Source: an optimization exercise on an open RTL-to-GDS flow (aim: small area and few clock cycles per item). Production flows keep margins and buffers that such runs may drop. Function was checked by simulation only, so behaviour that the tests miss may differ from the original.

Design mant_mult_foil_pipe, start of the top module:
module mant_mult_foil_pipe
#(
  parameter int EW = 8,
  parameter int MW = 23,
  parameter int K  = 9
) (
  input  logic               clk,
  input  logic               rst,
  input  logic               in_valid,
  output logic               in_ready,
  input  logic [EW+MW-1:0]   a_operand,
  input  logic [EW+MW-1:0]   b_operand,
  input  logic               approx_en,
  output logic               out_valid,
  input  logic               out_ready,
  output logic               normalised,
  output logic [MW-1:0]      product_mantissa,
  output logic               round_carry
);
Settings: LEC_CHECK=0, CAP_MARGIN=20, CORE_MARGIN=2, CORE_UTILIZATION=75, CTS_BUF_LIST=sky130_fd_sc_hd__clkbuf_8, SLEW_MARGIN=20, SYNTH_HIERARCHICAL=1, SYNTH_MINIMUM_KEEP_SIZE=0; clock period 12.0 ns.
standard.sh (not shown) runs the stock make flow with config.mk's settings and CLKGATE_MAP_FILE= SYNTH_SCRIPT=/design/flow/synth_recipe.tcl, a recipe that flattens the netlist after the stock synthesis.
==> flow/flow/run.sh <==
#!/bin/bash
# Standard layout, with the port buffers inserted as the smallest buffer
# (the resizer still upsizes or buffers them where timing or slew needs it).
export BUFFER_PORTS_ARGS="-buffer_cell sky130_fd_sc_hd__buf_1"
bash standard.sh > standard.log 2>&1
Testbench counts at the start, summed over its fixed seeds: cycles 16,008, items 16,000.
==> next run, changes <==
- CORE_UTILIZATION: 75 -> 60
- PLACE_DENSITY: not set -> 0.95
Synthesized area stays the same.
Wire length shrinks by 1.2%.
Clock-buffer cell count came out lower by 1.
Design area rose by 0.64%.
==> next run, changes <==
- PLACE_DENSITY: 0.95 -> 0.85
Register-to-register slack stays flat; die area stays the same; core utilization falls by 0.37 points; setup slack loses 0.15 ns; global-route usage is about the same; clock skew drops by 0.0031 ns; via count went down by 0.47%; non-clock buffer count shrinks by 9.
==> next run, changes <==
- PLACE_DENSITY: 0.85 -> 0.45
What happened:
- first-iteration DRC count goes down by 14%
- setup slack gets better by 0.53 ns
- clock-buffer cell count does not change
- worst hold slack gets better by 0.14 ns
- critical path depth stays the same
- cell count is unchanged
- maximum frequency goes up by 4.8%

---

Starting RTL as in the previous note.
export LEC_CHECK = 0
export CAP_MARGIN = 20
export CORE_MARGIN = 2
export CORE_UTILIZATION = 60
export SLEW_MARGIN = 20
export SYNTH_HIERARCHICAL = 1
export SYNTH_MINIMUM_KEEP_SIZE = 0
create_clock -name core_clock -period 12.0 [get_ports {clk}]
Scripts as last shown in full above: flow/flow/run.sh
Testbench counts at the start, summed over its fixed seeds: cycles 16,008, items 16,000.
Then changed:
Settings changed: CORE_UTILIZATION 60 to 40.
=> The changed run finished with timing, DRC and antenna clean; routed wire length shrinks by 3.3%; final cell count went up by 10%; synthesized area is unchanged; non-clock buffer count came out higher by 9; count of clock-buffer cells in the layout decreases by 1; worst hold slack got worse by 0.14 ns; clock skew is about the same; flip-flop and latch count is unchanged.
Then changed:
Settings changed: CORE_UTILIZATION 40 to 60, CTS_BUF_LIST from default to sky130_fd_sc_hd__clkbuf_8.
Result:
- The changed run produced a clean layout
- first-iteration DRC count came out higher by 36%
- design area came out lower by 1.7%
Then changed:
==> flow/flow/run.sh (replaced) <==
#!/bin/bash
# Standard layout, with the port buffers inserted as the smallest buffer
# (the resizer still upsizes or buffers them where timing or slew needs it),
# and the synthesis buffers removed at floorplan instead of at global placement.
export BUFFER_PORTS_ARGS="-buffer_cell sky130_fd_sc_hd__buf_1"
export REMOVE_ABC_BUFFERS=1
bash standard.sh > standard.log 2>&1
Settings changed: CORE_UTILIZATION 60 to 40, CTS_BUF_LIST sky130_fd_sc_hd__clkbuf_8 to default, GPL_TIMING_DRIVEN from default to 0.
=>
- first-iteration DRC count shrinks by 29%
- hold slack gets worse by 0.27 ns
- wire length shrinks by about 6.5%
- global-route usage shrinks by 15 points
- via count shrinks by 3.5%
- non-clock buffer count shrinks by 31
- die area grows by 49%
- maximum frequency shrinks by 4.5%
- sequential share of layout area shrinks by 0.13 points
Then changed:
==> flow/flow/run.sh (replaced) <==
#!/bin/bash
# Standard layout, with the port buffers inserted as the smallest buffer
# (the resizer still upsizes or buffers them where timing or slew needs it), and
# timing-driven global placement not keeping the buffers its early, coarse
# repair_design passes insert (repair_design after placement adds what is needed).
export BUFFER_PORTS_ARGS="-buffer_cell sky130_fd_sc_hd__buf_1"
export GPL_KEEP_OVERFLOW=0
bash standard.sh > standard.log 2>&1
Settings changed: CORE_UTILIZATION 40 to 60, CTS_BUF_LIST from default to sky130_fd_sc_hd__clkbuf_8, GPL_TIMING_DRIVEN 0 to default.
What happened: Setup slack improved by 0.18 ns. Non-clock buffer count goes down by 7. Cell area falls by 1.5%. Clock skew rises by 0.0047 ns. Routed wire length increases by 6.4%. First-iteration DRC count grows by 40%. Final cell count is lower by 9.3%. Sequential share of layout area stays flat.
Then changed:
==> flow/flow/run.sh (replaced) <==
#!/bin/bash
# Standard layout, with the port buffers inserted as the smallest buffer
# (the resizer still upsizes or buffers them where timing or slew needs it).
export BUFFER_PORTS_ARGS="-buffer_cell sky130_fd_sc_hd__buf_1"
bash standard.sh > standard.log 2>&1
Settings changed: CAP_MARGIN 20 to 0, CORE_UTILIZATION 60 to 40, SLEW_MARGIN 20 to 0.
After rerunning: Count of clock-buffer cells in the layout does not change; setup slack improved by 0.13 ns; routed wire length falls by a few percent; design area hardly moves; non-clock buffer count climbs by 47; global-route usage came out lower by 13 points.

## re-timing with driven ports
Ports are ideal in the flow. The routed layouts listed here were re-timed in OpenROAD.
Step 1, drivers: a clkbuf_16 drives clk and a buf_2 each remaining input, both assumed.
Step 2 adds t to the input delays and takes it off the output delays; t is the mean of the earliest and latest rising clock arrival at the registers after step 1. Input paths then give back, and output paths get back, about the clock's delay inside the block.
a / b / c = no drivers / after step 1 / after step 2; a / b = the first two.
run | t (ns) | setup slack, ns | worst setup path at the end | clock arrival spread, ns | slew at the worst register clock pin (ns)
the first run of note 1 | 0.292 | 0.586 / 0.589 / 0.297 | input to register | 0.006 / 0.007 | 0.09 / 0.09
the second run of note 1 | 0.309 | 0.424 / 0.431 / 0.121 | input to register | 0.010 / 0.009 | 0.10 / 0.10
the third run of note 1 | 0.321 | 0.274 / 0.287 / -0.034 | input to register | 0.008 / 0.008 | 0.10 / 0.10
the fourth run of note 1 | 0.285 | 0.806 / 0.809 / 0.524 | input to register | 0.002 / 0.001 | 0.08 / 0.08
the first run of note 2 | 0.280 | 0.779 / 0.788 / 0.507 | input to register | 0.003 / 0.003 | 0.06 / 0.06
the second run of note 2 | 0.305 | 0.622 / 0.635 / 0.330 | input to register | 0.005 / 0.006 | 0.07 / 0.07
the third run of note 2 | 0.285 | 0.806 / 0.809 / 0.524 | input to register | 0.002 / 0.001 | 0.08 / 0.08
the fourth run of note 2 | 0.335 | 0.280 / 0.290 / -0.044 | input to register | 0.007 / 0.007 | 0.09 / 0.09
the fifth run of note 2 | 0.288 | 0.464 / 0.471 / 0.183 | input to register | 0.009 / 0.009 | 0.09 / 0.09
the sixth run of note 2 | 0.323 | 0.597 / 0.600 / 0.277 | input to register | 0.006 / 0.006 | 0.10 / 0.10
With both steps, setup timing fails in the third run of note 1 and the fourth run of note 2, where it was met with ideal ports. The setup slack of the fourth run of note 2, which loses most, moves by +0.010 ns with the drivers and by -0.324 ns with both steps.
